Context: an optimization exercise on an open-source flow, tuned for a short achievable clock period and few clock cycles. The choices shown serve that exercise and are no tape-out recipe. Only simulation tests tie the RTL to the original design; equivalence was not proved. Power and IR drop assume default switching activity.

--- flow/run.sh ---
#!/bin/bash
# synth_recipe.tcl (not shown) runs the flow's synth.tcl, then flattens the netlist and writes it again
# the make line also repeats each setting of config.mk as NAME=value (left out here)
make -C /OpenROAD-flow-scripts/flow DESIGN_CONFIG=/design/flow/config.mk WORK_HOME=/design/flow/orfs CLKGATE_MAP_FILE= SYNTH_SCRIPT=/design/flow/synth_recipe.tcl finish
--- flow/config.mk ---
export PLATFORM = sky130hd
export DESIGN_NAME = dma_apb_top
export DESIGN_NICKNAME = dma_apb_top
export VERILOG_FILES = /design/flow/design.v
export SDC_FILE = /design/flow/constraint.sdc
export NUM_CORES = 4
export LEC_CHECK = 0
export CAP_MARGIN = 20
export CORE_MARGIN = 2
export CORE_UTILIZATION = 40
export SLEW_MARGIN = 20
--- flow/constraint.sdc ---
create_clock -name core_clock -period 5.0 [get_ports {aclk}]
set_input_delay 1.0000 -clock core_clock [delete_from_list [all_inputs] [get_ports {aclk}]]
set_output_delay 1.0000 -clock core_clock [all_outputs]
set_load 0.01 [all_outputs]
--- flow/design.v ---
module desc_queue (
  input  logic                   aclk,
  input  logic                   i_rst,
  input  logic                   i_desc_valid,
  input  logic                   i_desc_to_periph,
  input  logic                   i_desc_sel,
  input  logic [6-1:0] i_desc_addr,
  input  logic [4-1:0] i_desc_len,
  input  logic [4-1:0]  i_desc_id,
  output logic                   o_desc_ready,
  output logic                   o_desc_valid,
  input  logic                   i_desc_ready_q,
  output logic                   o_desc_to_periph,
  output logic                   o_desc_sel,
  output logic [6-1:0] o_desc_addr,
  output logic [4-1:0] o_desc_len,
  output logic [4-1:0]  o_desc_id
);
  localparam int PTR_W   = $clog2(4);
  localparam int CNT_W   = $clog2(4 + 1);
  localparam int ENTRY_W = 2 + 6 + 4 + 4;
  logic [ENTRY_W-1:0] fifo_mem [4];
  logic [PTR_W-1:0]   wr_ptr;
  logic [PTR_W-1:0]   rd_ptr;
  logic [CNT_W-1:0]   count;
  logic               push;
  logic               pop;
  assign o_desc_ready = (count != CNT_W'(4));   
  assign o_desc_valid = (count != '0);
  assign push = i_desc_valid && o_desc_ready;
  assign pop  = o_desc_valid && i_desc_ready_q;
  assign {o_desc_to_periph, o_desc_sel, o_desc_addr, o_desc_len, o_desc_id} = fifo_mem[rd_ptr];
  always_ff @(posedge aclk) begin
    if (push) begin
      fifo_mem[wr_ptr] <= {i_desc_to_periph, i_desc_sel, i_desc_addr, i_desc_len, i_desc_id};
    end
  end
  always_ff @(posedge aclk) begin
    if (i_rst) begin
      wr_ptr <= '0;
      rd_ptr <= '0;
      count  <= '0;
    end else begin
      if (push) wr_ptr <= (wr_ptr == PTR_W'(4 - 1)) ? '0 : wr_ptr + 1'b1;
      if (pop) rd_ptr <= (rd_ptr == PTR_W'(4 - 1)) ? '0 : rd_ptr + 1'b1;
      case ({push, pop})
        2'b10:   count <= count + 1'b1;
        2'b01:   count <= count - 1'b1;
        default: count <= count;   
      endcase
    end
  end
endmodule
module dma_engine (
  input  logic                   aclk,
  input  logic                   i_rst,
  input  logic                   i_desc_valid,
  output logic                   o_desc_ready,
  input  logic                   i_desc_to_periph,
  input  logic                   i_desc_sel,
  input  logic [6-1:0] i_desc_addr,
  input  logic [4-1:0] i_desc_len,
  input  logic [4-1:0]  i_desc_id,
  output logic                   o_psel,
  output logic                   o_penable,
  output logic                   o_pwrite,
  output logic [4-1:0] o_paddr,
  output logic [16-1:0] o_pwdata,
  input  logic [16-1:0] i_prdata,
  input  logic                   i_pready,
  input  logic                   i_mem_we,
  input  logic [6-1:0] i_mem_addr,
  input  logic [32-1:0] i_mem_wdata,
  output logic                   o_resp_valid,
  input  logic                   i_resp_ready,
  output logic [4-1:0]  o_resp_id
);
  localparam logic [1:0] ST_IDLE    = 2'd0;
  localparam logic [1:0] ST_SETUP   = 2'd1;
  localparam logic [1:0] ST_ACCESS  = 2'd2;
  localparam logic [1:0] ST_RESPOND = 2'd3;
  localparam logic [4:0] ONE_WORD = {{4{1'b0}}, 1'b1};
  logic [1:0]              state;
  logic                    half_idx;
  logic [4:0]    words_left;   
  logic                    to_periph_r;
  logic                    sel_r;
  logic [6-1:0]  addr_r;
  logic [4-1:0]   id_r;
  logic [32-1:0]  mem [2**6];
  logic [32-1:0]  cur_word;
  logic [16-1:0]  rd_half0;
  logic [16-1:0]  rd_half1;
  logic [32-1:0]  wb_word;
  logic                    accept;
  logic                    beat_done;
  logic                    word_done;
  assign o_desc_ready = (state == ST_IDLE);
  assign accept    = i_desc_valid && o_desc_ready;
  assign beat_done = (state == ST_ACCESS) && i_pready;
  assign word_done = beat_done && half_idx;
  assign cur_word = mem[addr_r];
  assign o_psel    = (state == ST_SETUP) || (state == ST_ACCESS);
  assign o_penable = (state == ST_ACCESS);
  assign o_pwrite  = to_periph_r;
  assign o_paddr   = sel_r ? 4'h4 : 4'h0;
  assign o_pwdata  = half_idx ? cur_word[32-1:16]
                              : cur_word[16-1:0];   
  assign o_resp_valid = (state == ST_RESPOND);
  assign o_resp_id    = id_r;
  assign wb_word = {i_prdata, rd_half0};
  always_ff @(posedge aclk) begin
    if (i_rst) begin
      state      <= ST_IDLE;
      half_idx   <= 1'b0;
      words_left <= '0;
    end else begin
      case (state)
        ST_IDLE: begin
          if (accept) begin
            state      <= ST_SETUP;
            half_idx   <= 1'b0;
            words_left <= {(i_desc_len == '0), i_desc_len};
          end
        end
        ST_SETUP: state <= ST_ACCESS;
        ST_ACCESS: begin
          if (i_pready) begin
            half_idx <= ~half_idx;
            if (!half_idx) begin
              state <= ST_SETUP;
            end else if (words_left == ONE_WORD) begin
              state <= ST_RESPOND;
            end else begin
              words_left <= words_left - 1'b1;
              state      <= ST_SETUP;
            end
          end
        end
        ST_RESPOND: if (i_resp_ready) state <= ST_IDLE;
        default: state <= ST_IDLE;
      endcase
    end
  end
  always_ff @(posedge aclk) begin
    if (accept) begin
      to_periph_r <= i_desc_to_periph;
      sel_r       <= i_desc_sel;
      addr_r      <= i_desc_addr;
      id_r        <= i_desc_id;
    end else if (word_done) begin
      addr_r <= addr_r + 1'b1;   
    end
    if (beat_done && !to_periph_r) begin
      if (half_idx) rd_half1 <= i_prdata;
      else          rd_half0 <= i_prdata;
    end
  end
  always_ff @(posedge aclk) begin
    if (i_mem_we) begin
      mem[i_mem_addr] <= i_mem_wdata;   
    end else if (word_done && !to_periph_r) begin
      mem[addr_r] <= wb_word;
    end
  end
endmodule
module apb_periph (
  input  logic                   aclk,
  input  logic                   i_rst,
  input  logic                   i_psel,
  input  logic                   i_penable,
  input  logic                   i_pwrite,
  input  logic [4-1:0] i_paddr,
  input  logic [16-1:0] i_pwdata,
  output logic [16-1:0] o_prdata,
  output logic                   o_pready,
  input  logic [8-1:0]   i_switch,
  output logic [16-1:0] o_leds
);
  logic                    access;
  logic                    led_hit;
  logic                    sw_hit;
  logic                    wait_q;
  logic [16-1:0]  leds_reg;
  assign access  = i_psel && i_penable;
  assign led_hit = (i_paddr == 4'h0);
  assign sw_hit  = (i_paddr == 4'h4);
  assign o_pready = access && (!sw_hit || wait_q);
  always_comb begin
    if (sw_hit) begin
      o_prdata = {{(16 - 8){1'b0}}, i_switch};
    end else if (led_hit) begin
      o_prdata = leds_reg;
    end else begin
      o_prdata = '0;
    end
  end
  always_ff @(posedge aclk) begin
    if (i_rst) begin
      wait_q   <= 1'b0;
      leds_reg <= '0;
    end else begin
      wait_q <= access && sw_hit && !wait_q;
      if (access && i_pwrite && led_hit) begin
        leds_reg <= i_pwdata;   
      end
    end
  end
  assign o_leds = leds_reg;
endmodule
module dma_apb_top (
  input  logic                   aclk,
  input  logic                   i_rst,
  input  logic                   i_desc_valid,
  output logic                   o_desc_ready,
  input  logic                   i_desc_to_periph,
  input  logic                   i_desc_sel,
  input  logic [6-1:0] i_desc_addr,
  input  logic [4-1:0] i_desc_len,
  input  logic [4-1:0]  i_desc_id,
  output logic                   o_resp_valid,
  input  logic                   i_resp_ready,
  output logic [4-1:0]  o_resp_id,
  input  logic                   i_mem_we,
  input  logic [6-1:0] i_mem_addr,
  input  logic [32-1:0] i_mem_wdata,
  input  logic [8-1:0]   i_switch,
  output logic [16-1:0] o_leds
);
  logic                    d_valid;
  logic                    d_ready;
  logic                    d_to_periph;
  logic                    d_sel;
  logic [6-1:0]  d_addr;
  logic [4-1:0]  d_len;
  logic [4-1:0]   d_id;
  logic                    psel;
  logic                    penable;
  logic                    pwrite;
  logic [4-1:0]  paddr;
  logic [16-1:0]  pwdata;
  logic [16-1:0]  prdata;
  logic                    pready;
  desc_queue desc_queue (
    .aclk             (aclk),
    .i_rst            (i_rst),
    .i_desc_valid     (i_desc_valid),
    .i_desc_to_periph (i_desc_to_periph),
    .i_desc_sel       (i_desc_sel),
    .i_desc_addr      (i_desc_addr),
    .i_desc_len       (i_desc_len),
    .i_desc_id        (i_desc_id),
    .o_desc_ready     (o_desc_ready),
    .o_desc_valid     (d_valid),
    .i_desc_ready_q   (d_ready),
    .o_desc_to_periph (d_to_periph),
    .o_desc_sel       (d_sel),
    .o_desc_addr      (d_addr),
    .o_desc_len       (d_len),
    .o_desc_id        (d_id)
  );
  dma_engine dma_engine (
    .aclk             (aclk),
    .i_rst            (i_rst),
    .i_desc_valid     (d_valid),
    .o_desc_ready     (d_ready),
    .i_desc_to_periph (d_to_periph),
    .i_desc_sel       (d_sel),
    .i_desc_addr      (d_addr),
    .i_desc_len       (d_len),
    .i_desc_id        (d_id),
    .o_psel           (psel),
    .o_penable        (penable),
    .o_pwrite         (pwrite),
    .o_paddr          (paddr),
    .o_pwdata         (pwdata),
    .i_prdata         (prdata),
    .i_pready         (pready),
    .i_mem_we         (i_mem_we),
    .i_mem_addr       (i_mem_addr),
    .i_mem_wdata      (i_mem_wdata),
    .o_resp_valid     (o_resp_valid),
    .i_resp_ready     (i_resp_ready),
    .o_resp_id        (o_resp_id)
  );
  apb_periph apb_periph (
    .aclk             (aclk),
    .i_rst            (i_rst),
    .i_psel           (psel),
    .i_penable        (penable),
    .i_pwrite         (pwrite),
    .i_paddr          (paddr),
    .i_pwdata         (pwdata),
    .o_prdata         (prdata),
    .o_pready         (pready),
    .i_switch         (i_switch),
    .o_leds           (o_leds)
  );
endmodule
==> impl_metrics.py <==
metrics = {
    "finish": {
        "top_register": "dma_engine.mem",
        "top_regs": "dma_engine.mem (2048), desc_queue.fifo_mem (64)",
        "syn2layout_area_growth_pct": 14.2,
        "fin_nets": 4294,
        "layout-drive-gt1-share_pct": 25.5,
        "largest_register_ffs": 2048,
    },
    "clock_tree": {
        "clock_tree.root_cell": "clkbuf_16",
        "cts_buffers": 209,
        "cts_hold_buf": 0,
        "cts_max_level": 4,
        "ctsResizeCount": 0,
        "cts_tree": "done",
        "clk_pin_slew_worst_paths_ps": 60,
        "insertion_delay_ps": 840,
        "clock_sinks": 2180,
        "cts_setup_buffers": 0,
        "cts_buffer_depth": 3,
    },
    "place": {
        "dpl_worst_slack_ps": 637,
        "place_hpwl_um": 138000,
        "gp_congestion": 0.888,
        "port_buffers": 88,
    },
    "synth": {
        "yosysWarnings": 3,
        "syn_nets": 4013,
        "synth-seq-area-share_pct": 77.0,
        "synth-seq-cells": 2180,
        "synthesis.instances": 3931,
        "syn-cell-area_um2": 84500,
        "ys_async_sr_fraction_pct": 0,
        "synth_ff_type": "edfxtp_1",
        "syn_area_per_cell_um2": 21.5,
        "synth_edf_count": 2140,
        "synth.distinct_cells": 65,
    },
    "worst_hold_path": {
        "hold_start": "desc_queue.rd_ptr[1]",
        "hold_class": "register to register",
        "holdPathStages": 2,
        "hold-path-endpoint": "desc_queue.rd_ptr[1]",
    },
    "timing": {
        "fmaxAchievable_ghz": 0.259,
        "tightest_slew_ps": 1130,
        "setup_viol": 0,
        "fin_crit_sh_pct": 77.2,
        "max_slew_margin_pct": 22.9,
        "layout_setup_ws_ps": 1140,
        "rsz0062_at_grt": "no",
        "hold_viol": 0,
        "tns_ps": 0,
        "fin_skew_ps": 35.1,
        "period_needed_ps": 3860,
        "drv_slew": 0,
    },
    "die": {
        "num_rows": 168,
        "die_y_um": 464,
        "fp.dieW_um": 464,
        "start_util_pct": 40.3,
        "core_um2": 210000,
        "top_level_ports": 89,
        "die-area_um2": 215000,
    },
    "route": {
        "detail-route-antenna-nets": 0,
        "wirelength_um": 226000,
        "met3WireLength_um": 22500,
        "vias": 41700,
        "viasPerCell": 5.81,
        "drc": 0,
        "wl_met1_um": 89000,
        "routed-wl-met2_um": 107000,
        "drtIter0Drc": 5409,
        "highest_layer": "met5",
        "routedWlPerCell_um": 31.4,
        "drtPass1Iterations": 6,
    },
    "power_and_ir_drop": {
        "internal_power_mw": 34.9,
        "combPwrFrac_pct": 27.3,
        "power.switching_mw": 15.3,
        "switching_share_pct": 30.4,
        "p_clk_share_pct": 30.6,
        "p_seq_share_pct": 42.1,
        "p_leak_nw": 30.1,
        "p_per_area_nw_per_um2": 520,
        "vdd_ir_drop_max_mv": 0.314,
    },
    "setup_path": {
        "critPathKind": "register to register",
        "crit_required_ps": 5450,
        "rrSetupSlack_ps": 1140,
        "cp_data_arrival_time_ps": 4310,
        "r2r_start": "dma_engine.state[0]",
        "timing.rr.end": "dma_engine.mem[3][26]",
        "r2r_cells": 9,
        "setup.worst_path.end_class": "register",
        "cp_max_fo": 27,
        "cp-start-kind": "register",
    },
    "global_routing": {
        "grt_overflow_total": 0,
        "grt_usage_pct": 20.8,
        "grt_antenna_before_repair": 23,
        "grt_max_degree": 69,
        "grt_pass1_vias": 41500,
        "grt_pass1_wl_um": 318000,
    },
    "run": {
        "cap_viol_max_count": 0,
    },
    "status": {
        "status": "timing/DRC/antenna clean",
    },
}
[critical path: stages (launching register included)]
cell	delay, ps
dfxtp_1	330
inv_1	130
ha_1	190
and3b_1	330
nand4b_1	540
or3_1	510
o31ai_1	100
nand2_1	480
nor2_4	360
buf_4	480
[worst max path at each step]
stage / slack (ps) / cells past startpoint / start / end
CTS: 1210 / 9 / dma_engine.state[0] / dma_engine.mem[3][29]
floorplan: 1200 / 5 / i_mem_we / dma_engine.mem[12][0]
finish: 1140 / 9 / dma_engine.state[0] / dma_engine.mem[3][26]
global placement: 670 / 7 / i_mem_we / dma_engine.mem[1][4]
detailed placement: 640 / 7 / i_mem_we / dma_engine.mem[3][4]
global route: 980 / 9 / dma_engine.state[0] / dma_engine.mem[3][21]
[logic make-up after synthesis]
| family | after synthesis | share of synthesized area (%) |
|---|---|---|
| DFF | 2180 | 77.0 |
| muxes | 704 | 15.6 |
| xor gates and xnor gates | 6 | 0.0622 |
| buffers and inverters | 225 | 1.71 |
| adders and majority gates | 15 | 0.231 |
| AOI/OAI and AO/OA | 385 | 3.12 |
| and+or+nand+nor | 416 | 2.30 |
[layer usage]
layer,global-route usage (%),vias to the layer above
met2,32.6,1955
met5,0,-
met1,28.6,22400
li1,-,17100
met4,6.77,8
met3,5.14,349
[power groups by stage]
| stage | Clock (mW) | Sequential, mW | Combinational [mW] |
|---|---|---|---|
| 2_1_floorplan | 0 | 20.9 | 9.41 |
| 3_3_place_gp | 0 | 21.5 | 13.7 |
| 3_5_place_dp | 0 | 21.5 | 13.7 |
| 4_1_cts | 15.6 | 21.1 | 13.7 |
| 5_1_grt | 16.3 | 21.2 | 14.4 |
| 6_report | 15.4 | 21.1 | 13.7 |
[Yosys cell counts, types with 10 or more instances]
master,instances,area share (%)
edfxtp_1,2140,76
mux4_2,482,13
mux2i_1,170,2.0
nand2_1,146,0.65
nor2_1,116,0.52
a22oi_1,78,0.69
clkbuf_1,74,0.33
a21oi_1,67,0.40
buf_2,56,0.33
mux2_2,52,0.69
o22ai_1,50,0.37
o21ai_0,41,0.24
dfxtp_1,40,0.95
nor2b_1,39,0.29
a211oi_1,37,0.33
buf_4,29,0.26
nand3_1,27,0.16
buf_6,22,0.29
nand2b_1,16,0.12
o211ai_1,16,0.14
a221oi_1,15,0.16
a22o_1,15,0.16
o221ai_1,15,0.16
ha_1,14,0.21
inv_1,14,0.062
or3_1,12,0.089
buf_1,11,0.049
buf_8,10,0.18
[per-stage QoR]
step	hold WS [ps]	power (mW)	instances	cell area [um2]	utilization [%]
6_report	485	50.2	7191	96500	46.0
5_1_grt	528	51.8	7185	96500	46.0
4_1_cts	487	50.5	7185	96500	46.0
3_5_place_dp	481	35.2	6806	89900	42.9
3_3_place_gp	468	35.2	6806	89900	42.9
2_1_floorplan	454	30.4	3931	84500	-
[layout by cell type (no fill, tap or decap), types with 15 or more instances in the layout]
cell type,n
mux2i_1,170
clkdlybuf4s50_1,87
mux2_2,52
o211ai_1,16
nand2_1,122
clkinv_2,35
mux4_2,482
nand3_1,27
clkbuf_1,66
dfxtp_1,35
a21oi_1,67
nor2_1,50
clkbuf_16,212
nand2_2,18
a211oi_1,37
nor2b_1,37
edfxtp_1,2140
nand2b_1,16
a22o_1,15
o21ai_0,41
a221oi_1,15
bufinv_16,19
buf_12,32
o22ai_1,50
clkinv_1,34
nor2_4,65
o221ai_1,15
a22oi_1,78
buf_4,161
[cell type report]
cell class | instances | area [um2]
Antenna cell | 6 | 15.0
Clock buffer | 279 | 5570
Clock inverter | 100 | 987
Fill cell | 17500 | 113000
Inverter | 14 | 52.6
Multi-Input combinational cell | 1526 | 18600
Sequential cell | 2180 | 65100
Tap cell | 2805 | 3510
Timing Repair Buffer | 281 | 2730
Testbench counts, summed over its fixed seeds: cycles 38,002.

[static timing again, ports no longer ideal]
In the flow no input, the clock included, has a driving cell. The finished layout below was timed again as built, in two steps. Step 1 (the two cells are an assumption about what drives the block):
set clk [get_ports {aclk}]
set_driving_cell -lib_cell sky130_fd_sc_hd__clkbuf_16 $clk
set_driving_cell -lib_cell sky130_fd_sc_hd__buf_2 [delete_from_list [all_inputs] $clk]
Step 2 also shifts input and output timing later by t, the mid clock arrival at the registers, as if the neighbouring blocks saw the same clock. Three values: ideal, step 1, step 2; two values: the first two.
t, ns: 0.902
slack for setup (ns): 1.140 / 1.140 / 0.501
worst register clock-pin slew, ns: 0.07 / 0.07
worst data-port slew with drivers (ns): 0.18
cell pins on the clock port's net: 1
After both steps setup and hold are still met in this run. The setup slack of this run moves by 0.000 ns with the drivers and by -0.639 ns with both steps.
